Background: an optimization exercise with open tools, aiming at small area, a short achievable clock period and few clock cycles per item. Do not read the settings as production practice. Function was not checked in any run shown here: the RTL went through the layout flow alone. Power and IR drop assume default switching activity.

--- flow/config.mk ---
export PLATFORM = sky130hd
export DESIGN_NAME = mul_axil
export DESIGN_NICKNAME = mul_axil
export VERILOG_FILES = /design/flow/design.v
export SDC_FILE = /design/flow/constraint.sdc
export NUM_CORES = 4
export LEC_CHECK = 0
export CAP_MARGIN = 20
export CORE_MARGIN = 2
export CORE_UTILIZATION = 60
export SETUP_SLACK_MARGIN = 1.5
export SLEW_MARGIN = 20
--- flow/constraint.sdc ---
create_clock -name core_clock -period 3.2 [get_ports {Clk}]
set_input_delay 0.6400 -clock core_clock [delete_from_list [all_inputs] [get_ports {Clk}]]
set_output_delay 0.6400 -clock core_clock [all_outputs]
set_load 0.01 [all_outputs]
--- flow/design.v ---
module mul_axil (
  input  logic        Clk,
  input  logic        arst_n,
  input  logic        s_awvalid,
  output logic        s_awready,
  input  logic [7:0]  s_awaddr,
  input  logic        s_wvalid,
  output logic        s_wready,
  input  logic [31:0] s_wdata,
  input  logic [3:0]  s_wstrb,
  output logic        s_bvalid,
  input  logic        s_bready,
  output logic [1:0]  s_bresp,
  input  logic        s_arvalid,
  output logic        s_arready,
  input  logic [7:0]  s_araddr,
  output logic        s_rvalid,
  input  logic        s_rready,
  output logic [31:0] s_rdata,
  output logic [1:0]  s_rresp
);
  logic        bvalid, rvalid;
  logic        bresp_err, rresp_err;
  logic [31:0] rdata;
  logic [15:0] opa, opb;
  logic wr_fire, rd_fire, ctrl_go;
  logic aw_a, aw_b, aw_c;
  assign wr_fire = s_awvalid & s_wvalid & ~bvalid;
  assign rd_fire = s_arvalid & ~rvalid;
  assign aw_a = (s_awaddr == 8'h00);
  assign aw_b = (s_awaddr == 8'h04);
  assign aw_c = (s_awaddr == 8'h08);
  assign ctrl_go = wr_fire & aw_c & s_wstrb[0] & s_wdata[0];
  always_ff @(posedge Clk or negedge arst_n) begin
    if (!arst_n) begin
      opa <= '0;
      opb <= '0;
    end else begin
      if (wr_fire & aw_a & s_wstrb[0]) opa[7:0]  <= s_wdata[7:0];
      if (wr_fire & aw_a & s_wstrb[1]) opa[15:8] <= s_wdata[15:8];
      if (wr_fire & aw_b & s_wstrb[0]) opb[7:0]  <= s_wdata[7:0];
      if (wr_fire & aw_b & s_wstrb[1]) opb[15:8] <= s_wdata[15:8];
    end
  end
  logic        busy;           
  logic [1:0]  cnt;            
  logic [17:0] b3;             
  logic [2:0]  sa, sb;         
  logic [15:0] hs, hc;
  logic [3:0]  ps, pc;
  logic [11:0] lo;
  logic        done;
  function automatic logic [39:0] csa(input logic [19:0] x, input logic [19:0] y,
                                      input logic [19:0] z);
    logic [19:0] s, c;
    s = x ^ y ^ z;
    c = ((x & y) | (x & z) | (y & z)) << 1;
    csa = {s, c};
  endfunction
  function automatic logic [17:0] pp(input logic [2:0] sel, input logic [15:0] b,
                                     input logic [17:0] b3x);
    pp = ({2'b0, b} & {18{sel[0]}}) | ({1'b0, b, 1'b0} & {18{sel[1]}})
       | (b3x & {18{sel[2]}});
  endfunction
  logic [4:0]  pr;
  logic [19:0] r0, r1, r2, r3;
  logic [19:0] s1, c1, sn, cn;
  assign pr = {1'b0, ps & {4{busy}}} + {1'b0, pc & {4{busy}}};
  assign r0 = {4'h0, hs & {16{busy}}};
  assign r1 = {4'h0, hc & {16{busy}}};
  assign r2 = {2'h0, pp(sa, opb, b3)};
  assign r3 = {pp(sb, opb, b3), 1'b0, pr[4]};
  assign {s1, c1} = csa(r0, r1, r2);
  assign {sn, cn} = csa(s1, c1, r3);
  always_ff @(posedge Clk) begin
    b3 <= {1'b0, opb, 1'b0} + {2'b0, opb};
  end
  always_ff @(posedge Clk or negedge arst_n) begin
    if (!arst_n) begin
      hs   <= '0;
      hc   <= '0;
      ps   <= '0;
      pc   <= '0;
      lo   <= '0;
      cnt  <= '0;
      busy <= 1'b0;
      done <= 1'b0;
    end else begin
      if (ctrl_go | busy) begin
        hs  <= sn[19:4];
        hc  <= cn[19:4];
        ps  <= sn[3:0];
        pc  <= cn[3:0];
        cnt <= cnt + 2'd1;
      end
      if (busy) begin
        lo <= {pr[3:0], lo[11:4]};
      end
      if (ctrl_go) begin
        busy <= 1'b1;
      end else if (cnt == 2'd3) begin
        busy <= 1'b0;
      end
      if (ctrl_go) begin
        done <= 1'b0;
      end else if (busy & (cnt == 2'd1)) begin
        done <= 1'b1;
      end
    end
  end
  logic [3:0] nd;
  always_comb begin
    if (busy) begin
      case (cnt)
        2'd1:    nd = opa[11:8];
        2'd2:    nd = opa[15:12];
        default: nd = opa[3:0];
      endcase
    end else begin
      nd = ctrl_go ? opa[7:4] : opa[3:0];
    end
  end
  always_ff @(posedge Clk) begin
    sa <= {nd[1:0] == 2'd3, nd[1:0] == 2'd2, nd[1:0] == 2'd1};
    sb <= {nd[3:2] == 2'd3, nd[3:2] == 2'd2, nd[3:2] == 2'd1};
  end
  logic [31:0] product;
  assign product = {{hs, ps} + {hc, pc}, lo};
  logic [31:0] rd_nxt;
  logic        rd_err;
  always_comb begin
    rd_nxt = '0;
    rd_err = 1'b0;
    case (s_araddr)
      8'h00:   rd_nxt = {16'h0, opa};
      8'h04:   rd_nxt = {16'h0, opb};
      8'h08:   rd_nxt = '0;
      8'h0C:   rd_nxt = {31'h0, done};
      8'h10:   rd_nxt = product;
      default: rd_err = 1'b1;
    endcase
  end
  always_ff @(posedge Clk or negedge arst_n) begin
    if (!arst_n) begin
      bvalid <= 1'b0;
      rvalid <= 1'b0;
    end else begin
      if (wr_fire)       bvalid <= 1'b1;
      else if (s_bready) bvalid <= 1'b0;
      if (rd_fire)       rvalid <= 1'b1;
      else if (s_rready) rvalid <= 1'b0;
    end
  end
  always_ff @(posedge Clk) begin
    if (!bvalid) bresp_err <= ~(aw_a | aw_b | aw_c);
    if (!rvalid) begin
      rdata     <= rd_nxt;
      rresp_err <= rd_err;
    end
  end
  assign s_awready = ~bvalid;
  assign s_wready  = ~bvalid;
  assign s_bvalid  = bvalid;
  assign s_bresp   = {bresp_err, 1'b0};
  assign s_arready = ~rvalid;
  assign s_rvalid  = rvalid;
  assign s_rdata   = rdata;
  assign s_rresp   = {rresp_err, 1'b0};
endmodule
--- flow/run.sh ---
#!/bin/bash
# synth_recipe.tcl (not shown) runs the flow's synth.tcl, then flattens the netlist and writes it again
# the make line also repeats each setting of config.mk as NAME=value (left out here)
make -C /OpenROAD-flow-scripts/flow DESIGN_CONFIG=/design/flow/config.mk WORK_HOME=/design/flow/orfs CLKGATE_MAP_FILE= SYNTH_SCRIPT=/design/flow/synth_recipe.tcl finish
==> flow_results.xml, run 1 <==
<?xml version="1.0" encoding="UTF-8"?>
<metrics>
  <group name="power">
    <metric name="power.ir.vdd_worst" unit="mV">0.321</metric>
    <metric name="p_leak" unit="nW">5.74</metric>
    <metric name="power.density_cell_area" unit="nW/um^2">360</metric>
    <metric name="power" unit="mW">4.33</metric>
  </group>
  <group name="synthesis">
    <metric name="postSynthAreaPerCell" unit="um^2">11.6</metric>
    <metric name="yosysSeqAreaShare" unit="%">42.2</metric>
    <metric name="fraction_of_registers_with_async_set_reset" unit="%">60.3</metric>
    <metric name="synthTopCellsByCount" unit="">sky130_fd_sc_hd__dfrtp_1 (88), sky130_fd_sc_hd__inv_1 (66), sky130_fd_sc_hd__mux2_2 (46)</metric>
    <metric name="synth.top_cell.area_share" unit="%">25.1</metric>
    <metric name="synth.distinct_cells" unit="">65</metric>
    <metric name="yosysWarnings" unit="">1</metric>
    <metric name="synth_edf_count" unit="">34</metric>
    <metric name="yosys.area.top_type" unit="">sky130_fd_sc_hd__dfrtp_1</metric>
    <metric name="synthCells" unit="">757</metric>
    <metric name="top_flip_flop_cell_by_instance_count_after_synthesis" unit="">sky130_fd_sc_hd__dfrtp_1</metric>
    <metric name="yosys-top-cells-area" unit="">sky130_fd_sc_hd__dfrtp_1 (25%), sky130_fd_sc_hd__edfxtp_1 (12%), sky130_fd_sc_hd__fa_1 (7.5%)</metric>
    <metric name="post-synth-top-count-cell" unit="">sky130_fd_sc_hd__dfrtp_1</metric>
    <metric name="netlist_area" unit="um^2">8780</metric>
    <metric name="ys_seq_elements" unit="">146</metric>
  </group>
  <group name="clocking">
    <metric name="cts_made_buffers" unit="">17</metric>
    <metric name="root_buffer" unit="">sky130_fd_sc_hd__clkbuf_16</metric>
    <metric name="clock_sinks" unit="">146</metric>
    <metric name="clk_transition_reported_paths" unit="ns">0.06</metric>
    <metric name="max-clock-path-buffers" unit="">2</metric>
    <metric name="cts_tree" unit="">done</metric>
    <metric name="clkLatencyLatePin" unit="ns">0.43</metric>
    <metric name="cts.htree.levels" unit="">4</metric>
    <metric name="hold_buffers" unit="">0</metric>
  </group>
  <group name="route">
    <metric name="wl" unit="um">27100</metric>
    <metric name="dr.first_iter.drc_count" unit="">1033</metric>
    <metric name="routed_via_density" unit="">6.53</metric>
    <metric name="drc_errors" unit="">0</metric>
    <metric name="drt_pass_1_iters" unit="">8</metric>
    <metric name="mean_routed_wirelength_per_cell" unit="um">23.9</metric>
    <metric name="num_vias" unit="">7395</metric>
    <metric name="drt.antenna.violating_nets" unit="">0</metric>
  </group>
  <group name="timing">
    <metric name="grt_setup_unrepaired" unit="">yes</metric>
    <metric name="max_slew_violation_count" unit="">0</metric>
    <metric name="tightest_slew" unit="ns">0.886</metric>
    <metric name="timing.max_slew.rel_slack" unit="%">41.0</metric>
    <metric name="final_hold_viol_count" unit="">0</metric>
    <metric name="finalCritPeriodShare" unit="%">73.9</metric>
    <metric name="min_period" unit="ns">2.37</metric>
    <metric name="layout_setup_ws" unit="ns">0.834</metric>
    <metric name="worst_clock_skew" unit="ns">0.00801</metric>
    <metric name="tns" unit="ns">0</metric>
    <metric name="setup-violations-final" unit="">0</metric>
    <metric name="max_freq" unit="MHz">423</metric>
  </group>
  <group name="floorplanning">
    <metric name="die_w" unit="um">125</metric>
    <metric name="fp.coreArea" unit="um^2">14400</metric>
    <metric name="design.die.area" unit="um^2">15600</metric>
    <metric name="number_of_placed_i_o_pins" unit="">100</metric>
    <metric name="fp-row-count" unit="">44</metric>
    <metric name="die_y" unit="um">125</metric>
    <metric name="initial_core_util" unit="%">60.9</metric>
  </group>
  <group name="worst_setup_path">
    <metric name="category_of_cells_accounting_for_the_largest_share_of_critical_path_delay" unit="">adder cells</metric>
    <metric name="crit_slowest_cell" unit="">sky130_fd_sc_hd__a222oi_1</metric>
    <metric name="worstPathCellList" unit="">buf_6 &gt; a222oi_1 &gt; fa_1 &gt; inv_1 &gt; ha_1 &gt; mux2_4</metric>
    <metric name="timing.critical_path.to_type" unit="">register</metric>
    <metric name="critical_path.max_stage_delay" unit="ns">0.54</metric>
    <metric name="cp.arrival" unit="ns">2.68</metric>
    <metric name="worst_setup_path_start_kind" unit="">register</metric>
    <metric name="largest_driver_fanout_on_the_critical_path" unit="">4</metric>
    <metric name="worst-path-buf-inv" unit="">2</metric>
    <metric name="critical_path_required" unit="ns">3.51</metric>
    <metric name="path_class" unit="">reg -&gt; reg</metric>
    <metric name="timing.reg2reg.setup_slack" unit="ns">0.83</metric>
  </group>
  <group name="final_layout">
    <metric name="n_fill_cell" unit="">776</metric>
    <metric name="syn_to_final_growth" unit="%">37.0</metric>
    <metric name="diodes_inserted" unit="">0</metric>
    <metric name="finalCoreUtilization" unit="%">83.4</metric>
    <metric name="drive_above_1_share" unit="%">43.2</metric>
    <metric name="num-nets-final" unit="">1072</metric>
    <metric name="final-seq-area" unit="um^2">3740</metric>
    <metric name="multiInputGateArea" unit="um^2">5490</metric>
  </group>
  <group name="global_route">
    <metric name="grt_remaining_overflow" unit="">0</metric>
    <metric name="grt_pass1_wl" unit="um">40000</metric>
    <metric name="first_global_vias" unit="">7307</metric>
    <metric name="gr-usage-all-layers" unit="%">33.0</metric>
    <metric name="grt_antenna_before_repair" unit="">0</metric>
    <metric name="grt_max_degree" unit="">65</metric>
  </group>
  <group name="worst_hold_path">
    <metric name="worst_hold_class" unit="">in -&gt; async</metric>
  </group>
  <group name="placement">
    <metric name="place.gp.congestion" unit="">0.894</metric>
    <metric name="dp_hpwl" unit="um">15500</metric>
    <metric name="post-place-ws" unit="ns">0.166</metric>
    <metric name="io_buffer_count" unit="">79</metric>
  </group>
  <group name="run">
    <metric name="drv_cap" unit="">0</metric>
  </group>
  <group name="outcome">
    <metric name="status" unit="">timing/DRC/antenna clean</metric>
  </group>
</metrics>
-- layout make-up --
class,instances,area share [%]
inverter,66,2.14
sequential,146,31.0
tap,184,1.91
clock inverter,12,0.873
clock buffer,20,3.79
timing repair buffer,184,14.6
multi-input combinational,520,45.7
-- power breakdown --
part / internal, mW / switching (mW)
Clock: 1.11 / 0.810
Combinational: 0.179 / 0.206
Sequential: 1.98 / 0.0482
Total: 3.27 / 1.06
-- state kept, by name (all words and copies together) (netlist names), 2 cells and up --
signal and flops:
sb 3, opa 16, ps 4, opb 16, hs 16, cnt 2, sa 3, rdata 32
pc 3, b3 18, hc 15, lo 12
-- path summary, 6_finish.rpt --
check                        from      to  depth (start not counted)
max                        opb[1]   ps[1]                          6
min                        arst_n   hs[8]                          1
max reg2reg                opb[1]   ps[1]                          6
min reg2reg                b3[17]  hs[15]                          2
max in group asynchronous  arst_n   ps[1]                          2
min in group core_clock    b3[17]  hs[15]                          2
-- kinds of logic after synthesis --
logic type	synth area share [%]
multiplexers	12.2
AND/OR/NAND/NOR	10.2
adder cells (fa/ha/maj)	13.9
buffers and inverters	5.31
other	0.0427
AO/OA/AOI/OAI	13.6
XOR/XNOR	2.49
flip-flops	42.2
-- per-layer routing --
layer  share of wire, %  global-route usage, %
met1                 38                   43.1
met2                 49                   53.5
met3                9.0                   7.57
met4                4.6                   13.9
met5                  0                      0
-- metrics by stage --
step / std cells / hold slack [ns] / cell area (um^2)
global placement: 1001 / 0.444 / 9970
CTS: 1097 / 0.349 / 11400
detailed placement: 1001 / 0.456 / 9970
global route: 1132 / 0.380 / 12000
finish: 1132 / 0.315 / 12000
floorplan: 758 / 0.344 / 9160
-- placed cells by master, fill, tap and decap left out, types with 21 or more instances in the layout --
cell type,instances
sky130_fd_sc_hd__nor2_1,28
sky130_fd_sc_hd__nand2_1,24
sky130_fd_sc_hd__fa_2,21
sky130_fd_sc_hd__ha_1,23
sky130_fd_sc_hd__a222oi_1,45
sky130_fd_sc_hd__a21oi_1,21
sky130_fd_sc_hd__mux2_4,34
sky130_fd_sc_hd__mux2_2,45
sky130_fd_sc_hd__buf_4,66
sky130_fd_sc_hd__edfxtp_1,34
sky130_fd_sc_hd__inv_1,61
sky130_fd_sc_hd__dfxtp_1,21
sky130_fd_sc_hd__dfrtp_1,71
sky130_fd_sc_hd__and2_1,28
sky130_fd_sc_hd__buf_6,35
-- worst register-to-register path, stage by stage, from the launching register on --
cell                       delay [ns]
sky130_fd_sc_hd__dfrtp_2         0.46
sky130_fd_sc_hd__buf_6           0.14
sky130_fd_sc_hd__a222oi_1        0.54
sky130_fd_sc_hd__fa_1            0.53
sky130_fd_sc_hd__inv_1           0.07
sky130_fd_sc_hd__ha_1            0.23
sky130_fd_sc_hd__mux2_4          0.28
-- repair_timing --
item | CTS | global route
cloned | 9 | 5
gates resized for setup | 253 | 88
buffers inserted | 55 | 30
setup endpoints to repair | 174 | 139
pin swaps | 61 | 65
endpoints found under the hold margin | 0 | 0
==> run 2, diff against run 1 <==
--- a/flow/config.mk
+++ b/flow/config.mk
@@ -8,5 +8,5 @@
 export CAP_MARGIN = 20
 export CORE_MARGIN = 2
 export CORE_UTILIZATION = 60
-export SETUP_SLACK_MARGIN = 1.5
+export SETUP_SLACK_MARGIN = 1.0
 export SLEW_MARGIN = 20
==> run 2 against run 1 <==
- sequential cell count unchanged
- synthesized cell count unchanged
- critical endpoint is now hs[2]
- highest routed layer unchanged
- critical path type unchanged
- power increased by 8.5%
==> flow_results.xml, run 2 <==
<?xml version="1.0" encoding="UTF-8"?>
<metrics>
  <group name="route">
    <metric name="drc_errors" unit="">0</metric>
    <metric name="num_vias" unit="">7138</metric>
    <metric name="drt.antenna.violating_nets" unit="">0</metric>
    <metric name="routed_via_density" unit="">6.46</metric>
    <metric name="wl" unit="um">25800</metric>
    <metric name="dr.first_iter.drc_count" unit="">1061</metric>
    <metric name="mean_routed_wirelength_per_cell" unit="um">23.4</metric>
    <metric name="drt_pass_1_iters" unit="">13</metric>
  </group>
  <group name="synthesis">
    <metric name="synth-compound-area-share" unit="%">13.6</metric>
    <metric name="postSynthAreaPerCell" unit="um^2">11.6</metric>
    <metric name="synthCells" unit="">757</metric>
    <metric name="synth-xor-area-share" unit="%">2.49</metric>
    <metric name="yosysSeqAreaShare" unit="%">42.2</metric>
    <metric name="post-synth-top-count-cell" unit="">sky130_fd_sc_hd__dfrtp_1</metric>
    <metric name="yosysWarnings" unit="">1</metric>
    <metric name="synth.top_cell.area_share" unit="%">25.1</metric>
    <metric name="synthMuxAreaShare" unit="%">12.2</metric>
    <metric name="fraction_of_registers_with_async_set_reset" unit="%">60.3</metric>
    <metric name="synth.distinct_cells" unit="">65</metric>
    <metric name="yosys.area.top_type" unit="">sky130_fd_sc_hd__dfrtp_1</metric>
    <metric name="synth_edf_count" unit="">34</metric>
    <metric name="ys_seq_elements" unit="">146</metric>
    <metric name="netlist_area" unit="um^2">8780</metric>
    <metric name="top_flip_flop_cell_by_instance_count_after_synthesis" unit="">sky130_fd_sc_hd__dfrtp_1</metric>
    <metric name="main_combinational_cell_family_by_area_after_synthesis" unit="">adder cells</metric>
    <metric name="synth_simple_gate_area_share" unit="%">10.2</metric>
    <metric name="yosys-top-cells-area" unit="">sky130_fd_sc_hd__dfrtp_1 (25%), sky130_fd_sc_hd__edfxtp_1 (12%), sky130_fd_sc_hd__fa_1 (7.5%)</metric>
    <metric name="synthTopCellsByCount" unit="">sky130_fd_sc_hd__dfrtp_1 (88), sky130_fd_sc_hd__inv_1 (66), sky130_fd_sc_hd__mux2_2 (46)</metric>
    <metric name="share_of_synthesized_cell_area_in_full_adder_half_adder_and_majority_cells" unit="%">13.9</metric>
  </group>
  <group name="clocking">
    <metric name="max-clock-path-buffers" unit="">2</metric>
    <metric name="clk_transition_reported_paths" unit="ns">0.07</metric>
    <metric name="cts_made_buffers" unit="">17</metric>
    <metric name="hold_buffers" unit="">0</metric>
    <metric name="root_buffer" unit="">sky130_fd_sc_hd__clkbuf_16</metric>
    <metric name="clkLatencyLatePin" unit="ns">0.44</metric>
    <metric name="clock_sinks" unit="">146</metric>
    <metric name="cts_tree" unit="">done</metric>
    <metric name="cts.htree.levels" unit="">4</metric>
  </group>
  <group name="final_layout">
    <metric name="layout_commonest_cell" unit="">sky130_fd_sc_hd__dfrtp_1</metric>
    <metric name="drive_above_1_share" unit="%">32.9</metric>
    <metric name="finalCoreUtilization" unit="%">79.4</metric>
    <metric name="largest_reg_flops" unit="">32</metric>
    <metric name="n_fill_cell" unit="">862</metric>
    <metric name="syn_to_final_growth" unit="%">30.4</metric>
    <metric name="num-nets-final" unit="">1045</metric>
    <metric name="largest_registers" unit="">rdata (32), b3 (18)</metric>
    <metric name="regMostFlops" unit="">rdata</metric>
    <metric name="stdcell_area" unit="um^2">11400</metric>
    <metric name="diodes_inserted" unit="">0</metric>
    <metric name="stdcell_count" unit="">1105</metric>
    <metric name="top_library_cells_by_usage_in_the_layout_fill_and_taps_aside" unit="">sky130_fd_sc_hd__dfrtp_1 (72), sky130_fd_sc_hd__buf_4 (66), sky130_fd_sc_hd__inv_1 (64)</metric>
  </group>
  <group name="floorplanning">
    <metric name="die_w" unit="um">125</metric>
    <metric name="design.die.area" unit="um^2">15600</metric>
    <metric name="die_y" unit="um">125</metric>
    <metric name="initial_core_util" unit="%">60.9</metric>
    <metric name="number_of_placed_i_o_pins" unit="">100</metric>
    <metric name="fp.coreArea" unit="um^2">14400</metric>
    <metric name="fp-row-count" unit="">44</metric>
  </group>
  <group name="power">
    <metric name="share_clk_of_total_power" unit="%">48.9</metric>
    <metric name="power.ir.vdd_worst" unit="mV">0.434</metric>
    <metric name="power.net_switching" unit="mW">1.07</metric>
    <metric name="combPwrFrac" unit="%">7.9</metric>
    <metric name="share_seq_of_total_power" unit="%">43.1</metric>
    <metric name="power.density_cell_area" unit="nW/um^2">410</metric>
    <metric name="power" unit="mW">4.70</metric>
    <metric name="netSwitchingFraction" unit="%">22.7</metric>
    <metric name="p_leak" unit="nW">5.58</metric>
    <metric name="internal-power" unit="mW">3.63</metric>
  </group>
  <group name="worst_setup_path">
    <metric name="regToRegStartpoint" unit="">opb[5]</metric>
    <metric name="cp.arrival" unit="ns">2.81</metric>
    <metric name="reg2regPathDepth" unit="">6</metric>
    <metric name="critical_path_required" unit="ns">3.51</metric>
    <metric name="worst_setup_path_start_kind" unit="">register</metric>
    <metric name="timing.critical_path.to_type" unit="">register</metric>
    <metric name="path_class" unit="">reg -&gt; reg</metric>
    <metric name="crit_path_start" unit="">opb[5]</metric>
    <metric name="largest_driver_fanout_on_the_critical_path" unit="">3</metric>
  </group>
  <group name="run">
    <metric name="drv_cap" unit="">0</metric>
  </group>
  <group name="timing">
    <metric name="max_freq" unit="MHz">400</metric>
    <metric name="final_hold_viol_count" unit="">0</metric>
    <metric name="worst_clock_skew" unit="ns">0.0170</metric>
    <metric name="holdWs" unit="ns">0.215</metric>
    <metric name="finalCritPeriodShare" unit="%">78.2</metric>
    <metric name="layout_setup_ws" unit="ns">0.698</metric>
    <metric name="min_period" unit="ns">2.50</metric>
    <metric name="tns" unit="ns">0</metric>
    <metric name="setup-violations-final" unit="">0</metric>
    <metric name="grt_setup_unrepaired" unit="">yes</metric>
    <metric name="timing.max_slew.rel_slack" unit="%">53.6</metric>
    <metric name="tightest_slew" unit="ns">0.695</metric>
    <metric name="max_slew_violation_count" unit="">0</metric>
  </group>
  <group name="global_route">
    <metric name="grt_remaining_overflow" unit="">0</metric>
    <metric name="grt_antenna_before_repair" unit="">0</metric>
    <metric name="grt_pass1_wl" unit="um">37400</metric>
    <metric name="gr-usage-all-layers" unit="%">30.8</metric>
    <metric name="grt_max_degree" unit="">43</metric>
    <metric name="first_global_vias" unit="">6852</metric>
  </group>
  <group name="placement">
    <metric name="dp.cells" unit="">1001</metric>
    <metric name="dp_hpwl" unit="um">15400</metric>
    <metric name="place.gp.congestion" unit="">0.869</metric>
    <metric name="place_area" unit="um^2">9730</metric>
    <metric name="post-place-ws" unit="ns">0.196</metric>
    <metric name="io_buffer_count" unit="">79</metric>
  </group>
  <group name="outcome">
    <metric name="status" unit="">timing/DRC/antenna clean</metric>
  </group>
  <group name="worst_hold_path">
    <metric name="worst_hold_class" unit="">in -&gt; async</metric>
  </group>
</metrics>
## run 2: cell counts after synthesis
No cell type changed its count.
## run 2: layout make-up
type	count	area (um^2)	share of cell area, %
multi-input combinational	518	5070	44.3
tap	184	230	2.01
clock buffer	17	425	3.72
timing repair buffer	159	1490	13.0
clock inverter	15	253	2.21
sequential	146	3730	32.6
inverter	66	248	2.16
## run 2: what timing repair did
| action | 4_1_cts | 5_1_grt |
|---|---|---|
| setup endpoints to repair | 79 | 63 |
| pin swaps | 43 | 54 |
| gates resized for setup | 90 | 64 |
| buffers inserted | 36 | 24 |
| gates cloned | 7 | 5 |
## run 2: cells by family (layout without fill, tap and decap cells)
logic type	Yosys count	in the layout
AND/OR/NAND/NOR	163	169
AO/OA/AOI/OAI	159	159
flip-flops	146	146
buffers and inverters	100	257
multiplexers	85	85
adder cells (fa/ha/maj)	78	78
XOR/XNOR	25	25
other	1	2
## run 2: layer usage
metal | track usage [%] | wire length, um | vias up | share of wire (%)
met3 | 6.89 | 2190 | 85 | 8.5
met2 | 48.8 | 12200 | 404 | 47
met1 | 41.6 | 10400 | 3555 | 40
met4 | 12.7 | 1040 | 0 | 4.0
met5 | 0 | 0 | - | 0
li1 | - | - | 3094 | -
## run 2: worst paths after layout
| check | slack (ns) | to |
|---|---|---|
| hold reg to reg | 0.47 | hs[15] |
| setup / recovery | 0.70 | hs[2] |
| min in group core_clock | 0.47 | hs[15] |
| setup reg to reg | 0.70 | hs[2] |
| max in group asynchronous | 2.19 | opb[0] |
| hold / removal | 0.21 | hc[10] |
## run 2: worst max-delay path, stage by stage (launching register included)
cell                       delay (ns)
sky130_fd_sc_hd__dfrtp_2         0.45
sky130_fd_sc_hd__buf_6           0.14
sky130_fd_sc_hd__a222oi_1        0.40
sky130_fd_sc_hd__inv_1           0.14
sky130_fd_sc_hd__fa_1            0.52
sky130_fd_sc_hd__fa_2            0.44
sky130_fd_sc_hd__mux2_4          0.28
## run 2: power by group through the flow
stage                     sequential [mW]  clock, mW  combinational, mW
after floorplan                      2.07          0              0.116
after global placement               2.06          0              0.335
after detailed placement             2.06          0              0.342
after CTS                            2.02       2.31              0.355
after global routing                 2.03       2.40              0.396
final                                2.03       2.30              0.372
==> run 3, diff against run 2 <==
--- a/flow/design.v
+++ b/flow/design.v
@@ -44,8 +44,7 @@
   end
   logic        busy;           
   logic [1:0]  cnt;            
-  logic [17:0] b3;             
-  logic [2:0]  sa, sb;         
+  logic [3:0]  dig;            
   logic [15:0] hs, hc;
   logic [3:0]  ps, pc;
   logic [11:0] lo;
@@ -57,24 +56,20 @@
     c = ((x & y) | (x & z) | (y & z)) << 1;
     csa = {s, c};
   endfunction
-  function automatic logic [17:0] pp(input logic [2:0] sel, input logic [15:0] b,
-                                     input logic [17:0] b3x);
-    pp = ({2'b0, b} & {18{sel[0]}}) | ({1'b0, b, 1'b0} & {18{sel[1]}})
-       | (b3x & {18{sel[2]}});
-  endfunction
   logic [4:0]  pr;
-  logic [19:0] r0, r1, r2, r3;
-  logic [19:0] s1, c1, sn, cn;
+  logic [19:0] r0, r1, r2, r3, r4, r5;
+  logic [19:0] s1, c1, s2, c2, s3, c3, sn, cn;
   assign pr = {1'b0, ps & {4{busy}}} + {1'b0, pc & {4{busy}}};
   assign r0 = {4'h0, hs & {16{busy}}};
   assign r1 = {4'h0, hc & {16{busy}}};
-  assign r2 = {2'h0, pp(sa, opb, b3)};
-  assign r3 = {pp(sb, opb, b3), 1'b0, pr[4]};
+  assign r2 = {4'h0, opb & {16{dig[0]}}};
+  assign r3 = {3'h0, opb & {16{dig[1]}}, pr[4]};
+  assign r4 = {2'h0, opb & {16{dig[2]}}, 2'h0};
+  assign r5 = {1'h0, opb & {16{dig[3]}}, 3'h0};
   assign {s1, c1} = csa(r0, r1, r2);
-  assign {sn, cn} = csa(s1, c1, r3);
-  always_ff @(posedge Clk) begin
-    b3 <= {1'b0, opb, 1'b0} + {2'b0, opb};
-  end
+  assign {s2, c2} = csa(r3, r4, r5);
+  assign {s3, c3} = csa(s1, c1, s2);
+  assign {sn, cn} = csa(s3, c3, c2);
   always_ff @(posedge Clk or negedge arst_n) begin
     if (!arst_n) begin
       hs   <= '0;
@@ -108,21 +103,16 @@
       end
     end
   end
-  logic [3:0] nd;
-  always_comb begin
+  always_ff @(posedge Clk) begin
     if (busy) begin
       case (cnt)
-        2'd1:    nd = opa[11:8];
-        2'd2:    nd = opa[15:12];
-        default: nd = opa[3:0];
+        2'd1:    dig <= opa[11:8];
+        2'd2:    dig <= opa[15:12];
+        default: dig <= opa[3:0];
       endcase
     end else begin
-      nd = ctrl_go ? opa[7:4] : opa[3:0];
+      dig <= ctrl_go ? opa[7:4] : opa[3:0];
     end
-  end
-  always_ff @(posedge Clk) begin
-    sa <= {nd[1:0] == 2'd3, nd[1:0] == 2'd2, nd[1:0] == 2'd1};
-    sb <= {nd[3:2] == 2'd3, nd[3:2] == 2'd2, nd[3:2] == 2'd1};
   end
   logic [31:0] product;
   assign product = {{hs, ps} + {hc, pc}, lo};
--- a/flow/config.mk
+++ b/flow/config.mk
@@ -7,6 +7,5 @@
 export LEC_CHECK = 0
 export CAP_MARGIN = 20
 export CORE_MARGIN = 2
-export CORE_UTILIZATION = 60
-export SETUP_SLACK_MARGIN = 1.0
+export CORE_UTILIZATION = 40
 export SLEW_MARGIN = 20
==> run 3 against run 2 <==
- clock skew is 0.0076 ns lower
- still clean on timing, DRC and antenna
- critical path type unchanged
- count of clock-buffer cells in the layout is 2 higher
- sequential share of layout area is 1.4 points higher
- hold slack better by 0.29 ns
- clock power is 13% lower
- power is 14% lower
==> flow_results.xml, run 3 <==
<?xml version="1.0" encoding="UTF-8"?>
<metrics>
  <group name="outcome">
    <metric name="status" unit="">timing/DRC/antenna clean</metric>
  </group>
  <group name="power">
    <metric name="p_leak" unit="nW">4.46</metric>
    <metric name="share_clk_of_total_power" unit="%">49.5</metric>
    <metric name="netSwitchingFraction" unit="%">23.2</metric>
    <metric name="power.ir.vdd_worst" unit="mV">0.372</metric>
    <metric name="power.density_cell_area" unit="nW/um^2">419</metric>
    <metric name="share_seq_of_total_power" unit="%">43.1</metric>
    <metric name="combPwrFrac" unit="%">7.4</metric>
    <metric name="power.net_switching" unit="mW">0.936</metric>
    <metric name="internal-power" unit="mW">3.11</metric>
  </group>
  <group name="synthesis">
    <metric name="main_combinational_cell_family_by_area_after_synthesis" unit="">adder cells</metric>
    <metric name="synth.top_cell.area_share" unit="%">27.3</metric>
    <metric name="ys_seq_elements" unit="">125</metric>
    <metric name="synth.distinct_cells" unit="">60</metric>
    <metric name="synthCells" unit="">676</metric>
    <metric name="synth_simple_gate_area_share" unit="%">11.1</metric>
    <metric name="post-synth-top-count-cell" unit="">sky130_fd_sc_hd__nand2_1</metric>
    <metric name="share_of_synthesized_cell_area_in_full_adder_half_adder_and_majority_cells" unit="%">19.9</metric>
    <metric name="yosys-top-cells-area" unit="">sky130_fd_sc_hd__dfrtp_1 (27%), sky130_fd_sc_hd__fa_1 (15%), sky130_fd_sc_hd__edfxtp_1 (13%)</metric>
    <metric name="fraction_of_registers_with_async_set_reset" unit="%">69.6</metric>
    <metric name="yosysSeqAreaShare" unit="%">41.2</metric>
    <metric name="synthMuxAreaShare" unit="%">13.4</metric>
    <metric name="synthTopCellsByCount" unit="">sky130_fd_sc_hd__nand2_1 (99), sky130_fd_sc_hd__dfrtp_1 (87), sky130_fd_sc_hd__inv_1 (74)</metric>
    <metric name="yosysWarnings" unit="">1</metric>
    <metric name="synth-compound-area-share" unit="%">7.16</metric>
    <metric name="netlist_area" unit="um^2">7970</metric>
    <metric name="synth_edf_count" unit="">34</metric>
    <metric name="postSynthAreaPerCell" unit="um^2">11.8</metric>
    <metric name="top_flip_flop_cell_by_instance_count_after_synthesis" unit="">sky130_fd_sc_hd__dfrtp_1</metric>
    <metric name="synth-xor-area-share" unit="%">1.54</metric>
    <metric name="yosys.area.top_type" unit="">sky130_fd_sc_hd__dfrtp_1</metric>
  </group>
  <group name="route">
    <metric name="mean_routed_wirelength_per_cell" unit="um">17.7</metric>
    <metric name="routed_via_density" unit="">5.17</metric>
    <metric name="drt.antenna.violating_nets" unit="">0</metric>
    <metric name="drt_pass_1_iters" unit="">6</metric>
    <metric name="num_vias" unit="">5353</metric>
    <metric name="dr.first_iter.drc_count" unit="">390</metric>
    <metric name="wl" unit="um">18400</metric>
    <metric name="drc_errors" unit="">0</metric>
  </group>
  <group name="clocking">
    <metric name="clock_sinks" unit="">125</metric>
    <metric name="cts_repair_resize_count" unit="">0</metric>
    <metric name="cts_made_buffers" unit="">17</metric>
    <metric name="clk_transition_reported_paths" unit="ns">0.06</metric>
    <metric name="cts_tree" unit="">done</metric>
    <metric name="max-clock-path-buffers" unit="">2</metric>
    <metric name="cts.htree.levels" unit="">4</metric>
    <metric name="post-cts-setup-buffers" unit="">0</metric>
    <metric name="root_buffer" unit="">sky130_fd_sc_hd__clkbuf_16</metric>
    <metric name="clkLatencyLatePin" unit="ns">0.43</metric>
  </group>
  <group name="timing">
    <metric name="max_slew_violation_count" unit="">0</metric>
    <metric name="tns" unit="ns">0</metric>
    <metric name="min_period" unit="ns">2.88</metric>
    <metric name="tightest_slew" unit="ns">0.623</metric>
    <metric name="max_freq" unit="MHz">347</metric>
    <metric name="finalCritPeriodShare" unit="%">90.0</metric>
    <metric name="layout_setup_ws" unit="ns">0.320</metric>
    <metric name="setup-violations-final" unit="">0</metric>
    <metric name="timing.max_slew.rel_slack" unit="%">58.5</metric>
    <metric name="final_hold_viol_count" unit="">0</metric>
    <metric name="worst_clock_skew" unit="ns">0.00943</metric>
    <metric name="grt_setup_unrepaired" unit="">no</metric>
  </group>
  <group name="final_layout">
    <metric name="final-seq-area" unit="um^2">3280</metric>
    <metric name="layout_commonest_cell" unit="">sky130_fd_sc_hd__nand2_1</metric>
    <metric name="n_fill_cell" unit="">1771</metric>
    <metric name="top_library_cells_by_usage_in_the_layout_fill_and_taps_aside" unit="">sky130_fd_sc_hd__nand2_1 (99), sky130_fd_sc_hd__dfrtp_1 (87), sky130_fd_sc_hd__clkdlybuf4s50_1 (78)</metric>
    <metric name="diodes_inserted" unit="">0</metric>
    <metric name="stdcell_count" unit="">1036</metric>
    <metric name="largest_reg_flops" unit="">32</metric>
    <metric name="regMostFlops" unit="">rdata</metric>
    <metric name="num-nets-final" unit="">907</metric>
    <metric name="multiInputGateArea" unit="um^2">4240</metric>
    <metric name="drive_above_1_share" unit="%">17.6</metric>
    <metric name="stdcell_area" unit="um^2">9640</metric>
    <metric name="syn_to_final_growth" unit="%">21.0</metric>
  </group>
  <group name="worst_setup_path">
    <metric name="critical_path.max_stage_delay" unit="ns">0.70</metric>
    <metric name="timing.critical_path.to_type" unit="">register</metric>
    <metric name="worstPathCellList" unit="">nand2_1 &gt; fa_1 &gt; fa_1 &gt; inv_1 &gt; fa_1 &gt; mux2_4</metric>
    <metric name="crit_slowest_cell" unit="">sky130_fd_sc_hd__dfxtp_1</metric>
    <metric name="crit_path_start" unit="">dig[0]</metric>
    <metric name="path_class" unit="">reg -&gt; reg</metric>
    <metric name="critical_path_required" unit="ns">3.51</metric>
    <metric name="largest_driver_fanout_on_the_critical_path" unit="">16</metric>
    <metric name="regToRegStartpoint" unit="">dig[0]</metric>
    <metric name="cp.arrival" unit="ns">3.19</metric>
    <metric name="cpMostUsedCell" unit="">sky130_fd_sc_hd__fa_1</metric>
    <metric name="worst_setup_path_start_kind" unit="">register</metric>
    <metric name="timing.reg2reg.setup_slack" unit="ns">0.32</metric>
  </group>
  <group name="worst_hold_path">
    <metric name="worst_hold_class" unit="">reg -&gt; reg</metric>
    <metric name="hold_start" unit="">rvalid</metric>
  </group>
  <group name="floorplanning">
    <metric name="die_y" unit="um">145</metric>
    <metric name="design.die.area" unit="um^2">21100</metric>
    <metric name="initial_core_util" unit="%">40.8</metric>
    <metric name="fp.coreArea" unit="um^2">19500</metric>
    <metric name="die_w" unit="um">145</metric>
    <metric name="number_of_placed_i_o_pins" unit="">100</metric>
    <metric name="fp-row-count" unit="">51</metric>
  </group>
  <group name="global_route">
    <metric name="first_global_vias" unit="">5766</metric>
    <metric name="grt_pass1_wl" unit="um">30000</metric>
    <metric name="grt_antenna_before_repair" unit="">0</metric>
    <metric name="grt_remaining_overflow" unit="">0</metric>
    <metric name="grt_max_degree" unit="">85</metric>
    <metric name="gr-usage-all-layers" unit="%">18.1</metric>
  </group>
  <group name="placement">
    <metric name="place.gp.congestion" unit="">0.832</metric>
    <metric name="place_area" unit="um^2">9020</metric>
    <metric name="io_buffer_count" unit="">79</metric>
    <metric name="dp.cells" unit="">1003</metric>
    <metric name="dp_hpwl" unit="um">13700</metric>
    <metric name="post-place-ws" unit="ns">0.302</metric>
  </group>
  <group name="run">
    <metric name="drv_cap" unit="">0</metric>
  </group>
</metrics>
run 3: cell count changes in the layout (fill, tap and decap cells not counted), moves of 14 or more:
cell | before | now
sky130_fd_sc_hd__nand2_1 | 26 | 99
sky130_fd_sc_hd__buf_4 | 66 | 7
sky130_fd_sc_hd__fa_1 | 17 | 61
sky130_fd_sc_hd__a222oi_1 | 45 | 14
sky130_fd_sc_hd__clkdlybuf4s50_1 | 60 | 78
sky130_fd_sc_hd__dfxtp_1 | 21 | 4
sky130_fd_sc_hd__dfrtp_2 | 16 | 0
sky130_fd_sc_hd__fa_2 | 16 | 0
sky130_fd_sc_hd__dfrtp_1 | 72 | 87
sky130_fd_sc_hd__and2_1 | 34 | 20
run 3: worst paths after layout:
kind	endpoint	cells past startpoint
setup / recovery	hs[6]	6
hold / removal	rvalid	1
setup reg to reg	hs[6]	6
hold reg to reg	rvalid	1
max in group asynchronous	hc[4]	3
min in group asynchronous	rvalid	2
run 3: power groups by stage:
stage                     clock network (mW)  logic (mW)  registers, mW
final                                   2.00       0.300           1.74
after CTS                               2.03       0.307           1.74
after global routing                    2.09       0.323           1.75
after detailed placement                   0       0.304           1.77
after global placement                     0       0.299           1.77
after floorplan                            0      0.0787           1.79
run 3: final cells by class:
cell class | instances | area share (%)
repair buffers | 89 | 9.37
inverters | 74 | 2.88
clock inverters | 13 | 1.70
multi-input cells | 451 | 44.0
flip-flops and latches | 125 | 34.0
clock buffers | 19 | 4.60
well taps | 265 | 3.44
run 3: what timing repair did:
action,4_1_cts,5_1_grt
hold buffers,1,0
setup endpoints to repair,0,0
hold endpoints to repair,3,0
run 3: critical path, delay by kind of cell (launching register included):
family / cells / cell delay (ns)
adder cells (fa/ha/maj): 3 / 1.56
buffers and inverters: 1 / 0.07
flip-flops: 1 / 0.70
multiplexers: 1 / 0.27
AND/OR/NAND/NOR: 1 / 0.16
run 3: per-stage QoR:
step	hold WS (ns)	total power, mW	util (%)
floorplan	0.344	1.86	-
global placement	0.448	2.07	46.2
detailed placement	0.449	2.08	46.2
CTS	0.520	4.07	49.4
global route	0.526	4.16	49.4
finish	0.510	4.04	49.4
run 3: cell families (layout without fill, tap and decap cells):
| logic type | Yosys count | after routing |
|---|---|---|
| and+or+nand+nor | 184 | 184 |
| DFF | 125 | 125 |
| buffers and inverters | 101 | 195 |
| adders and majority gates | 90 | 90 |
| muxes | 83 | 83 |
| AOI/OAI and AO/OA | 78 | 78 |
| xor gates and xnor gates | 14 | 14 |
| other | 1 | 2 |
run 3: layer usage:
layer	part of all wire, %	routed length, um	track usage (%)
met5	0	0	0
met4	1.8	338	6.47
met3	3.6	657	3.30
met2	51	9370	31.1
met1	44	8000	23.1
==> run 4, diff against run 3 <==
--- a/flow/config.mk
+++ b/flow/config.mk
@@ -7,5 +7,6 @@
 export LEC_CHECK = 0
 export CAP_MARGIN = 20
 export CORE_MARGIN = 2
-export CORE_UTILIZATION = 40
+export CORE_UTILIZATION = 60
+export SETUP_SLACK_MARGIN = 1.0
 export SLEW_MARGIN = 20
==> run 4 against run 3 <==
- critical path type unchanged
- fmax increased by 11%
- clock skew decreased by 0.0043 ns
- via count increased by 3.1%
==> flow_results.xml, run 4 <==
<?xml version="1.0" encoding="UTF-8"?>
<metrics>
  <group name="outcome">
    <metric name="status" unit="">timing/DRC/antenna clean</metric>
  </group>
  <group name="clocking">
    <metric name="max-clock-path-buffers" unit="">2</metric>
    <metric name="clock_sinks" unit="">125</metric>
    <metric name="cts_made_buffers" unit="">17</metric>
    <metric name="cts_tree" unit="">done</metric>
    <metric name="cts.htree.levels" unit="">4</metric>
    <metric name="root_buffer" unit="">sky130_fd_sc_hd__clkbuf_16</metric>
    <metric name="clkLatencyLatePin" unit="ns">0.41</metric>
    <metric name="clk_transition_reported_paths" unit="ns">0.05</metric>
  </group>
  <group name="power">
    <metric name="power.ir.vdd_worst" unit="mV">0.400</metric>
    <metric name="power.density_cell_area" unit="nW/um^2">390</metric>
    <metric name="p_leak" unit="nW">4.71</metric>
  </group>
  <group name="final_layout">
    <metric name="layout_commonest_cell" unit="">sky130_fd_sc_hd__nand2_1</metric>
    <metric name="stdcell_area" unit="um^2">9910</metric>
    <metric name="largest_reg_flops" unit="">32</metric>
    <metric name="final-seq-area" unit="um^2">3300</metric>
    <metric name="num-nets-final" unit="">922</metric>
    <metric name="drive_above_1_share" unit="%">26.1</metric>
    <metric name="n_fill_cell" unit="">839</metric>
    <metric name="multiInputGateArea" unit="um^2">4490</metric>
    <metric name="syn_to_final_growth" unit="%">24.4</metric>
    <metric name="regMostFlops" unit="">rdata</metric>
    <metric name="top_library_cells_by_usage_in_the_layout_fill_and_taps_aside" unit="">sky130_fd_sc_hd__nand2_1 (83), sky130_fd_sc_hd__dfrtp_1 (81), sky130_fd_sc_hd__clkdlybuf4s50_1 (72)</metric>
  </group>
  <group name="timing">
    <metric name="grt_setup_unrepaired" unit="">yes</metric>
    <metric name="layout_setup_ws" unit="ns">0.603</metric>
    <metric name="tightest_slew" unit="ns">0.740</metric>
    <metric name="max_slew_violation_count" unit="">0</metric>
    <metric name="setup-violations-final" unit="">0</metric>
    <metric name="tns" unit="ns">0</metric>
    <metric name="finalCritPeriodShare" unit="%">81.2</metric>
    <metric name="final_hold_viol_count" unit="">0</metric>
    <metric name="timing.max_slew.rel_slack" unit="%">50.6</metric>
    <metric name="min_period" unit="ns">2.60</metric>
    <metric name="worst_clock_skew" unit="ns">0.00512</metric>
    <metric name="max_freq" unit="MHz">385</metric>
  </group>
  <group name="global_route">
    <metric name="gr-usage-all-layers" unit="%">27.7</metric>
    <metric name="grt_max_degree" unit="">57</metric>
    <metric name="first_global_vias" unit="">5721</metric>
    <metric name="grt_antenna_before_repair" unit="">0</metric>
    <metric name="grt_pass1_wl" unit="um">29800</metric>
    <metric name="grt_remaining_overflow" unit="">0</metric>
  </group>
  <group name="route">
    <metric name="mean_routed_wirelength_per_cell" unit="um">19.4</metric>
    <metric name="routed_via_density" unit="">5.74</metric>
    <metric name="drt.antenna.violating_nets" unit="">0</metric>
    <metric name="drt_pass_1_iters" unit="">6</metric>
    <metric name="drc_errors" unit="">0</metric>
    <metric name="dr.first_iter.drc_count" unit="">579</metric>
    <metric name="wl" unit="um">18700</metric>
    <metric name="num_vias" unit="">5518</metric>
  </group>
  <group name="synthesis">
    <metric name="top_flip_flop_cell_by_instance_count_after_synthesis" unit="">sky130_fd_sc_hd__dfrtp_1</metric>
    <metric name="post-synth-top-count-cell" unit="">sky130_fd_sc_hd__nand2_1</metric>
    <metric name="main_combinational_cell_family_by_area_after_synthesis" unit="">adder cells</metric>
    <metric name="synth.distinct_cells" unit="">60</metric>
    <metric name="postSynthAreaPerCell" unit="um^2">11.8</metric>
    <metric name="fraction_of_registers_with_async_set_reset" unit="%">69.6</metric>
    <metric name="synthMuxAreaShare" unit="%">13.4</metric>
    <metric name="synth.top_cell.area_share" unit="%">27.3</metric>
    <metric name="synth-compound-area-share" unit="%">7.16</metric>
    <metric name="yosys.area.top_type" unit="">sky130_fd_sc_hd__dfrtp_1</metric>
    <metric name="yosys-top-cells-area" unit="">sky130_fd_sc_hd__dfrtp_1 (27%), sky130_fd_sc_hd__fa_1 (15%), sky130_fd_sc_hd__edfxtp_1 (13%)</metric>
    <metric name="share_of_synthesized_cell_area_in_full_adder_half_adder_and_majority_cells" unit="%">19.9</metric>
    <metric name="synth_edf_count" unit="">34</metric>
    <metric name="synthCells" unit="">676</metric>
    <metric name="yosysWarnings" unit="">1</metric>
    <metric name="synth_simple_gate_area_share" unit="%">11.1</metric>
    <metric name="synthTopCellsByCount" unit="">sky130_fd_sc_hd__nand2_1 (99), sky130_fd_sc_hd__dfrtp_1 (87), sky130_fd_sc_hd__inv_1 (74)</metric>
    <metric name="synth-xor-area-share" unit="%">1.54</metric>
    <metric name="ys_seq_elements" unit="">125</metric>
    <metric name="netlist_area" unit="um^2">7970</metric>
    <metric name="yosysSeqAreaShare" unit="%">41.2</metric>
  </group>
  <group name="worst_setup_path">
    <metric name="critical_path_required" unit="ns">3.50</metric>
    <metric name="largest_driver_fanout_on_the_critical_path" unit="">11</metric>
    <metric name="path_class" unit="">reg -&gt; reg</metric>
    <metric name="cp.arrival" unit="ns">2.89</metric>
    <metric name="timing.critical_path.to_type" unit="">register</metric>
    <metric name="worst_setup_path_start_kind" unit="">register</metric>
  </group>
  <group name="floorplanning">
    <metric name="die_w" unit="um">119</metric>
    <metric name="fp.coreArea" unit="um^2">13100</metric>
    <metric name="fp-row-count" unit="">42</metric>
    <metric name="design.die.area" unit="um^2">14200</metric>
    <metric name="number_of_placed_i_o_pins" unit="">100</metric>
    <metric name="die_y" unit="um">119</metric>
    <metric name="initial_core_util" unit="%">60.9</metric>
  </group>
  <group name="worst_hold_path">
    <metric name="worst_hold_class" unit="">in -&gt; async</metric>
  </group>
  <group name="run">
    <metric name="drv_cap" unit="">0</metric>
  </group>
  <group name="placement">
    <metric name="place.gp.congestion" unit="">0.887</metric>
    <metric name="place_area" unit="um^2">9010</metric>
    <metric name="io_buffer_count" unit="">79</metric>
    <metric name="post-place-ws" unit="ns">0.404</metric>
    <metric name="dp_hpwl" unit="um">13300</metric>
  </group>
</metrics>
[run 4: cell counts after synthesis]
Identical to the previous run, type by type.
[run 4: logic make-up (layout without fill, tap and decap cells)]
| logic type | after synthesis | count (layout) |
|---|---|---|
| flip-flops | 125 | 125 |
| XOR/XNOR | 14 | 14 |
| multiplexers | 83 | 83 |
| AO/OA/AOI/OAI | 78 | 78 |
| buffers and inverters | 101 | 209 |
| adder cells (fa/ha/maj) | 90 | 90 |
| AND/OR/NAND/NOR | 184 | 184 |
| other | 1 | 3 |
[run 4: where the power goes]
part	leakage (nW)	internal, mW	switching, mW
clock network	0.264	1.15	0.665
registers	1.57	1.71	0.0373
logic	2.88	0.152	0.153
[run 4: worst paths after layout]
check / endpoint / from / slack (ns) / cells after the start
min reg2reg: lo[0] / lo[0] / 0.52 / 1
max reg2reg: hs[6] / busy / 0.60 / 7
max: hs[6] / busy / 0.60 / 7
min in group core_clock: lo[0] / lo[0] / 0.52 / 1
max in group asynchronous: opb[13] / arst_n / 2.15 / 2
min: rvalid / arst_n / 0.28 / 1
[run 4: area by class of cell]
cell class	instances	share of cell area, %
Inverter	74	2.83
Sequential cell	125	33.3
Clock inverter	8	0.947
Tap cell	176	2.22
Antenna cell	1	0.0252
Multi-Input combinational cell	451	45.3
Timing Repair Buffer	104	10.8
Clock buffer	23	4.62
[run 4: worst max-delay path: stages (launching register included)]
cell and delay, ns:
sky130_fd_sc_hd__dfrtp_2 0.45, sky130_fd_sc_hd__clkbuf_16 0.22, sky130_fd_sc_hd__nand2_2 0.07, sky130_fd_sc_hd__fa_1 0.49
sky130_fd_sc_hd__fa_1 0.49, sky130_fd_sc_hd__inv_1 0.06, sky130_fd_sc_hd__fa_1 0.43, sky130_fd_sc_hd__mux2_4 0.27
[run 4: through the flow]
| stage | power, mW | hold WS [ns] | util (%) | std cells |
|---|---|---|---|---|
| after floorplan | 1.87 | 0.344 | - | 677 |
| after global placement | 2.06 | 0.491 | 68.9 | 914 |
| after detailed placement | 2.07 | 0.496 | 68.9 | 914 |
| after CTS | 3.89 | 0.311 | 74.2 | 950 |
| after global routing | 3.98 | 0.325 | 75.7 | 961 |
| final | 3.87 | 0.280 | 75.8 | 962 |
[run 4: layer usage]
metal  global-route usage [%]  up-vias  wire length [um]
li1                         -     2487                 -
met2                     45.7      182              9540
met5                        0        -                 0
met4                     8.26        0               281
met3                     6.32       30               965
met1                     37.0     2819              7920
[run 4: what timing repair did]
item / CTS / global route
pin swaps: 4 / 16
cloned: 0 / 2
gates resized for setup: 29 / 24
hold buffers: 0 / 0
setup buffers: 5 / 9
setup endpoints to repair: 51 / 61
==> run 5, diff against run 4 <==
--- a/flow/config.mk
+++ b/flow/config.mk
@@ -8,5 +8,4 @@
 export CAP_MARGIN = 20
 export CORE_MARGIN = 2
 export CORE_UTILIZATION = 60
-export SETUP_SLACK_MARGIN = 1.0
 export SLEW_MARGIN = 20
==> run 5 against run 4 <==
- still clean on timing, DRC and antenna
- synthesized cell count is the same
- final cell count shrank 1.6%
- combinational power shrank 4%
- clock power grew 9%
- power grew 3.8%
- hold slack lost 0.017 ns
- area after synthesis is the same
==> flow_results.xml, run 5 <==
<?xml version="1.0" encoding="UTF-8"?>
<metrics>
  <group name="outcome">
    <metric name="status" unit="">timing/DRC/antenna clean</metric>
  </group>
  <group name="global_route">
    <metric name="grt_pass1_wl" unit="um">28700</metric>
    <metric name="grt_remaining_overflow" unit="">0</metric>
    <metric name="first_global_vias" unit="">5644</metric>
    <metric name="gr-usage-all-layers" unit="%">26.4</metric>
    <metric name="grt_antenna_before_repair" unit="">0</metric>
    <metric name="grt_max_degree" unit="">53</metric>
  </group>
  <group name="floorplanning">
    <metric name="design.die.area" unit="um^2">14200</metric>
    <metric name="fp.coreArea" unit="um^2">13100</metric>
    <metric name="die_y" unit="um">119</metric>
    <metric name="number_of_placed_i_o_pins" unit="">100</metric>
    <metric name="initial_core_util" unit="%">60.9</metric>
    <metric name="die_w" unit="um">119</metric>
    <metric name="fp-row-count" unit="">42</metric>
  </group>
  <group name="power">
    <metric name="power.density_cell_area" unit="nW/um^2">422</metric>
    <metric name="power.ir.vdd_worst" unit="mV">0.358</metric>
    <metric name="p_leak" unit="nW">4.45</metric>
    <metric name="power" unit="mW">4.01</metric>
  </group>
  <group name="synthesis">
    <metric name="yosys.area.top_type" unit="">sky130_fd_sc_hd__dfrtp_1</metric>
    <metric name="synth.distinct_cells" unit="">60</metric>
    <metric name="postSynthAreaPerCell" unit="um^2">11.8</metric>
    <metric name="synthTopCellsByCount" unit="">sky130_fd_sc_hd__nand2_1 (99), sky130_fd_sc_hd__dfrtp_1 (87), sky130_fd_sc_hd__inv_1 (74)</metric>
    <metric name="yosysSeqAreaShare" unit="%">41.2</metric>
    <metric name="synth_edf_count" unit="">34</metric>
    <metric name="synthCells" unit="">676</metric>
    <metric name="synth.top_cell.area_share" unit="%">27.3</metric>
    <metric name="yosys-top-cells-area" unit="">sky130_fd_sc_hd__dfrtp_1 (27%), sky130_fd_sc_hd__fa_1 (15%), sky130_fd_sc_hd__edfxtp_1 (13%)</metric>
    <metric name="top_flip_flop_cell_by_instance_count_after_synthesis" unit="">sky130_fd_sc_hd__dfrtp_1</metric>
    <metric name="ys_seq_elements" unit="">125</metric>
    <metric name="fraction_of_registers_with_async_set_reset" unit="%">69.6</metric>
    <metric name="post-synth-top-count-cell" unit="">sky130_fd_sc_hd__nand2_1</metric>
    <metric name="netlist_area" unit="um^2">7970</metric>
    <metric name="yosysWarnings" unit="">1</metric>
  </group>
  <group name="clocking">
    <metric name="clkLatencyLatePin" unit="ns">0.42</metric>
    <metric name="max-clock-path-buffers" unit="">2</metric>
    <metric name="post-cts-setup-buffers" unit="">0</metric>
    <metric name="cts_tree" unit="">done</metric>
    <metric name="cts_repair_resize_count" unit="">0</metric>
    <metric name="cts_made_buffers" unit="">17</metric>
    <metric name="clock_sinks" unit="">125</metric>
    <metric name="clk_transition_reported_paths" unit="ns">0.06</metric>
    <metric name="cts.htree.levels" unit="">4</metric>
    <metric name="root_buffer" unit="">sky130_fd_sc_hd__clkbuf_16</metric>
    <metric name="hold_buffers" unit="">0</metric>
  </group>
  <group name="worst_hold_path">
    <metric name="worst_hold_class" unit="">in -&gt; async</metric>
  </group>
  <group name="final_layout">
    <metric name="layout_commonest_cell" unit="">sky130_fd_sc_hd__nand2_1</metric>
    <metric name="top_library_cells_by_usage_in_the_layout_fill_and_taps_aside" unit="">sky130_fd_sc_hd__nand2_1 (99), sky130_fd_sc_hd__dfrtp_1 (87), sky130_fd_sc_hd__clkdlybuf4s50_1 (78)</metric>
    <metric name="num-nets-final" unit="">907</metric>
    <metric name="syn_to_final_growth" unit="%">19.4</metric>
    <metric name="n_fill_cell" unit="">894</metric>
    <metric name="diodes_inserted" unit="">0</metric>
    <metric name="drive_above_1_share" unit="%">17.4</metric>
    <metric name="largest_reg_flops" unit="">32</metric>
    <metric name="regMostFlops" unit="">rdata</metric>
  </group>
  <group name="timing">
    <metric name="max_slew_violation_count" unit="">0</metric>
    <metric name="finalCritPeriodShare" unit="%">89.0</metric>
    <metric name="setup-violations-final" unit="">0</metric>
    <metric name="worst_clock_skew" unit="ns">0.00645</metric>
    <metric name="tns" unit="ns">0</metric>
    <metric name="final_hold_viol_count" unit="">0</metric>
    <metric name="timing.max_slew.rel_slack" unit="%">53.7</metric>
    <metric name="layout_setup_ws" unit="ns">0.351</metric>
    <metric name="tightest_slew" unit="ns">0.694</metric>
    <metric name="max_freq" unit="MHz">351</metric>
    <metric name="min_period" unit="ns">2.85</metric>
    <metric name="grt_setup_unrepaired" unit="">no</metric>
  </group>
  <group name="route">
    <metric name="drt.antenna.violating_nets" unit="">0</metric>
    <metric name="dr.first_iter.drc_count" unit="">568</metric>
    <metric name="drt_pass_1_iters" unit="">8</metric>
    <metric name="mean_routed_wirelength_per_cell" unit="um">18.4</metric>
    <metric name="drc_errors" unit="">0</metric>
    <metric name="num_vias" unit="">5392</metric>
    <metric name="wl" unit="um">17500</metric>
    <metric name="routed_via_density" unit="">5.69</metric>
  </group>
  <group name="placement">
    <metric name="io_buffer_count" unit="">79</metric>
    <metric name="place.gp.congestion" unit="">0.833</metric>
    <metric name="dp_hpwl" unit="um">12900</metric>
    <metric name="post-place-ws" unit="ns">0.356</metric>
  </group>
  <group name="worst_setup_path">
    <metric name="largest_driver_fanout_on_the_critical_path" unit="">16</metric>
    <metric name="critical_path_required" unit="ns">3.50</metric>
    <metric name="worst_setup_path_start_kind" unit="">register</metric>
    <metric name="path_class" unit="">reg -&gt; reg</metric>
    <metric name="cp.arrival" unit="ns">3.15</metric>
    <metric name="timing.critical_path.to_type" unit="">register</metric>
  </group>
  <group name="run">
    <metric name="drv_cap" unit="">0</metric>
  </group>
</metrics>
run 5: per-stage QoR:
| step | hold WS (ns) | cells | utilization, % | instance area [um^2] |
|---|---|---|---|---|
| floorplan | 0.344 | 677 | - | 7970 |
| global placement | 0.479 | 915 | 68.1 | 8910 |
| detailed placement | 0.494 | 915 | 68.1 | 8910 |
| CTS | 0.279 | 947 | 72.7 | 9510 |
| global route | 0.312 | 947 | 72.7 | 9510 |
| finish | 0.263 | 947 | 72.7 | 9510 |
run 5: final timing paths:
check                        from      to  slack, ns  cells past startpoint
setup / recovery           dig[0]   hs[6]       0.35                      6
hold / removal             arst_n   hc[2]       0.26                      1
setup reg to reg           dig[0]   hs[6]       0.35                      6
hold reg to reg            rvalid  rvalid       0.52                      1
max in group asynchronous  arst_n  bvalid       2.21                      2
min in group core_clock    rvalid  rvalid       0.52                      1
run 5: cell type report:
| type | count | area, um^2 | area share, % |
|---|---|---|---|
| flip-flops and latches | 125 | 3280 | 34.5 |
| inverters | 74 | 278 | 2.92 |
| clock inverters | 9 | 135 | 1.42 |
| multi-input cells | 451 | 4240 | 44.6 |
| clock buffers | 23 | 468 | 4.92 |
| repair buffers | 89 | 888 | 9.34 |
| well taps | 176 | 220 | 2.32 |
run 5: critical path: stages, from the launching register on:
cell	delay, ns
sky130_fd_sc_hd__dfxtp_1	0.66
sky130_fd_sc_hd__nand2_1	0.16
sky130_fd_sc_hd__fa_1	0.53
sky130_fd_sc_hd__fa_1	0.56
sky130_fd_sc_hd__inv_1	0.06
sky130_fd_sc_hd__fa_1	0.48
sky130_fd_sc_hd__mux2_4	0.27
run 5: power breakdown:
part,internal [mW],switching [mW],leakage [nW]
combinational,0.150,0.144,2.59
clock,1.27,0.709,0.284
sequential,1.71,0.0344,1.58
total,3.12,0.888,4.45
run 5: cells by family after synthesis:
group | count (synthesis) | share of synthesized area (%)
other | 1 | 0.0471
flip-flops | 125 | 41.2
AO/OA/AOI/OAI | 78 | 7.16
adder cells (fa/ha/maj) | 90 | 19.9
buffers and inverters | 101 | 5.64
XOR/XNOR | 14 | 1.54
AND/OR/NAND/NOR | 184 | 11.1
multiplexers | 83 | 13.4
run 5: routing by layer:
layer / vias up / share of wire, % / GRT usage (%)
met4: 0 / 1.5 / 7.89
li1: 2449 / - / -
met3: 22 / 5.4 / 5.03
met2: 164 / 51 / 42.8
met1: 2757 / 43 / 36.5
met5: - / 0 / 0
==> run 6, diff against run 5 <==
==> flow/flow/run.sh (new file) <==
#!/bin/bash
# Standard layout, with plain buffers on the ports and resizing not tied to
# cell footprints. Each step's own log is also kept under orfs/logs/.
set -euo pipefail
bash standard.sh \
  "BUFFER_PORTS_ARGS=-buffer_cell sky130_fd_sc_hd__buf_2" \
  MATCH_CELL_FOOTPRINT=0 \
  finish > standard.log 2>&1
==> flow/standard.sh (new file) <==
#!/bin/bash
# synth_recipe.tcl (not shown) runs the flow's synth.tcl, then flattens the netlist and writes it again
# the make line also repeats each setting of config.mk as NAME=value (left out here)
make -C /OpenROAD-flow-scripts/flow DESIGN_CONFIG=/design/flow/config.mk WORK_HOME=/design/flow/orfs CLKGATE_MAP_FILE= SYNTH_SCRIPT=/design/flow/synth_recipe.tcl "${@:-finish}"
--- a/flow/config.mk
+++ b/flow/config.mk
@@ -8,4 +8,5 @@
 export CAP_MARGIN = 20
 export CORE_MARGIN = 2
 export CORE_UTILIZATION = 60
+export SETUP_SLACK_MARGIN = 1.0
 export SLEW_MARGIN = 20
removed: flow/run.sh
==> run 6 against run 5 <==
- critical path depth increased by 2
- area after synthesis unchanged
- power down 2.5%
- critical endpoint is now hs[11]
- combinational power down 22%
- via count down 0.20%
- sequential cell count is the same
- largest power group unchanged
- die area unchanged
- first-iteration DRC count decreased by 18%
- fmax increased by 10%
==> flow_results.xml, run 6 <==
<?xml version="1.0" encoding="UTF-8"?>
<metrics>
  <group name="outcome">
    <metric name="status" unit="">timing/DRC/antenna clean</metric>
  </group>
  <group name="final_layout">
    <metric name="num-nets-final" unit="">918</metric>
    <metric name="top_library_cells_by_usage_in_the_layout_fill_and_taps_aside" unit="">sky130_fd_sc_hd__nand2_1 (83), sky130_fd_sc_hd__dfrtp_1 (81), sky130_fd_sc_hd__buf_2 (78)</metric>
    <metric name="syn_to_final_growth" unit="%">18.8</metric>
    <metric name="final-seq-area" unit="um^2">3300</metric>
    <metric name="regMostFlops" unit="">rdata</metric>
    <metric name="diodes_inserted" unit="">0</metric>
    <metric name="layout_commonest_cell" unit="">sky130_fd_sc_hd__nand2_1</metric>
  </group>
  <group name="synthesis">
    <metric name="yosys-top-cells-area" unit="">sky130_fd_sc_hd__dfrtp_1 (27%), sky130_fd_sc_hd__fa_1 (15%), sky130_fd_sc_hd__edfxtp_1 (13%)</metric>
    <metric name="postSynthAreaPerCell" unit="um^2">11.8</metric>
    <metric name="fraction_of_registers_with_async_set_reset" unit="%">69.6</metric>
    <metric name="synthCells" unit="">676</metric>
    <metric name="yosysWarnings" unit="">1</metric>
    <metric name="post-synth-top-count-cell" unit="">sky130_fd_sc_hd__nand2_1</metric>
    <metric name="synth.top_cell.area_share" unit="%">27.3</metric>
    <metric name="synth.distinct_cells" unit="">60</metric>
    <metric name="top_flip_flop_cell_by_instance_count_after_synthesis" unit="">sky130_fd_sc_hd__dfrtp_1</metric>
  </group>
  <group name="global_route">
    <metric name="grt_pass1_wl" unit="um">29300</metric>
    <metric name="grt_remaining_overflow" unit="">0</metric>
    <metric name="gr-usage-all-layers" unit="%">27.3</metric>
  </group>
  <group name="power">
    <metric name="share_seq_of_total_power" unit="%">44.4</metric>
    <metric name="internal-power" unit="mW">3.03</metric>
    <metric name="power.net_switching" unit="mW">0.889</metric>
    <metric name="netSwitchingFraction" unit="%">22.7</metric>
    <metric name="combPwrFrac" unit="%">5.9</metric>
    <metric name="p_leak" unit="nW">4.63</metric>
  </group>
  <group name="route">
    <metric name="drt_pass_1_iters" unit="">7</metric>
    <metric name="drt.antenna.violating_nets" unit="">0</metric>
    <metric name="dr.first_iter.drc_count" unit="">467</metric>
    <metric name="wl" unit="um">17900</metric>
    <metric name="mean_routed_wirelength_per_cell" unit="um">18.7</metric>
  </group>
  <group name="floorplanning">
    <metric name="fp-row-count" unit="">42</metric>
    <metric name="initial_core_util" unit="%">60.9</metric>
    <metric name="die_w" unit="um">119</metric>
  </group>
  <group name="worst_setup_path">
    <metric name="timing.reg2reg.setup_slack" unit="ns">0.61</metric>
    <metric name="cp.arrival" unit="ns">2.89</metric>
    <metric name="largest_driver_fanout_on_the_critical_path" unit="">9</metric>
    <metric name="timing.critical_path.to" unit="">hs[11]</metric>
    <metric name="cpMostUsedCell" unit="">sky130_fd_sc_hd__inv_1</metric>
    <metric name="timing.critical_path.to_type" unit="">register</metric>
    <metric name="reg2regPathDepth" unit="">8</metric>
  </group>
  <group name="timing">
    <metric name="min_period" unit="ns">2.59</metric>
    <metric name="setup-violations-final" unit="">0</metric>
    <metric name="timing.max_slew.rel_slack" unit="%">46.9</metric>
    <metric name="max_slew_violation_count" unit="">0</metric>
    <metric name="tns" unit="ns">0</metric>
    <metric name="layout_setup_ws" unit="ns">0.612</metric>
  </group>
  <group name="placement">
    <metric name="dp_hpwl" unit="um">13000</metric>
  </group>
  <group name="clocking">
    <metric name="clk_transition_reported_paths" unit="ns">0.05</metric>
  </group>
</metrics>
[run 6: cell counts after synthesis]
No cell type changed its count.
[run 6: layout make-up]
type	count	share of cell area, %
Inverter	74	2.93
Clock buffer	24	5.64
Tap cell	176	2.33
Clock inverter	8	0.806
Multi-Input combinational cell	451	47.0
Timing Repair Buffer	100	6.38
Sequential cell	125	34.9
[run 6: kinds of logic after synthesis]
family          after synthesis  synth area share (%)
flops                       125                  41.2
compound gates               78                  7.16
simple gates                184                  11.1
mux                          83                  13.4
other cells                   1                0.0471
fa+ha+maj                    90                  19.9
xor+xnor                     14                  1.54
buf+inv                     101                  5.64
[run 6: worst min path at each step]
stage,slack (ns),end,cells after the start,from
after global placement,0.48,rvalid,1,rvalid
after detailed placement,0.50,lo[0],1,lo[0]
after floorplan,0.34,busy,0,arst_n
after CTS,0.30,rvalid,1,arst_n
final,0.26,rvalid,1,arst_n
after global routing,0.32,rvalid,1,arst_n
[run 6: critical path, delay by kind of cell (launching register included)]
kind          cells  cell delay, ns
buf+inv           3            0.26
mux               1            0.27
fa+ha+maj         3            1.24
flops             1            0.53
simple gates      1            0.16
[run 6: stage by stage]
stage	instance area, um^2	utilization [%]	hold slack (ns)	cells
2_1_floorplan	8150	-	0.344	677
3_3_place_gp	8580	65.6	0.480	911
3_5_place_dp	8580	65.6	0.497	911
4_1_cts	9310	71.2	0.299	948
5_1_grt	9470	72.3	0.318	958
6_report	9470	72.3	0.262	958
[run 6: timing repair]
item	in CTS	in global routing
endpoints found under the setup margin	50	44
buffers inserted	5	10
resized for setup	25	23
pin swaps	3	15
[run 6: per-layer routing]
metal,up-vias,share of wire [%],global-route usage (%),routed length (um)
li1,2481,-,-,-
met3,27,5.9,6.03,1050
met2,163,50,45.4,8970
met4,0,1.7,9.38,306
met5,-,0,0,0
met1,2710,42,35.7,7570
[run 6: power by group through the flow]
stage | registers, mW | logic (mW) | clock network [mW]
after floorplan | 1.79 | 0.0821 | 0
after global routing | 1.74 | 0.254 | 2.03
final | 1.74 | 0.229 | 1.95
after global placement | 1.77 | 0.224 | 0
after CTS | 1.74 | 0.232 | 1.97
after detailed placement | 1.77 | 0.229 | 0

Check on run 6: ideal ports give 0.612 ns setup slack; a clkbuf_16 on the clock port and buf_2 on the inputs give 0.612 ns; moving port delays by the midpoint clock arrival (0.464 ns) as well gives 0.612 ns.
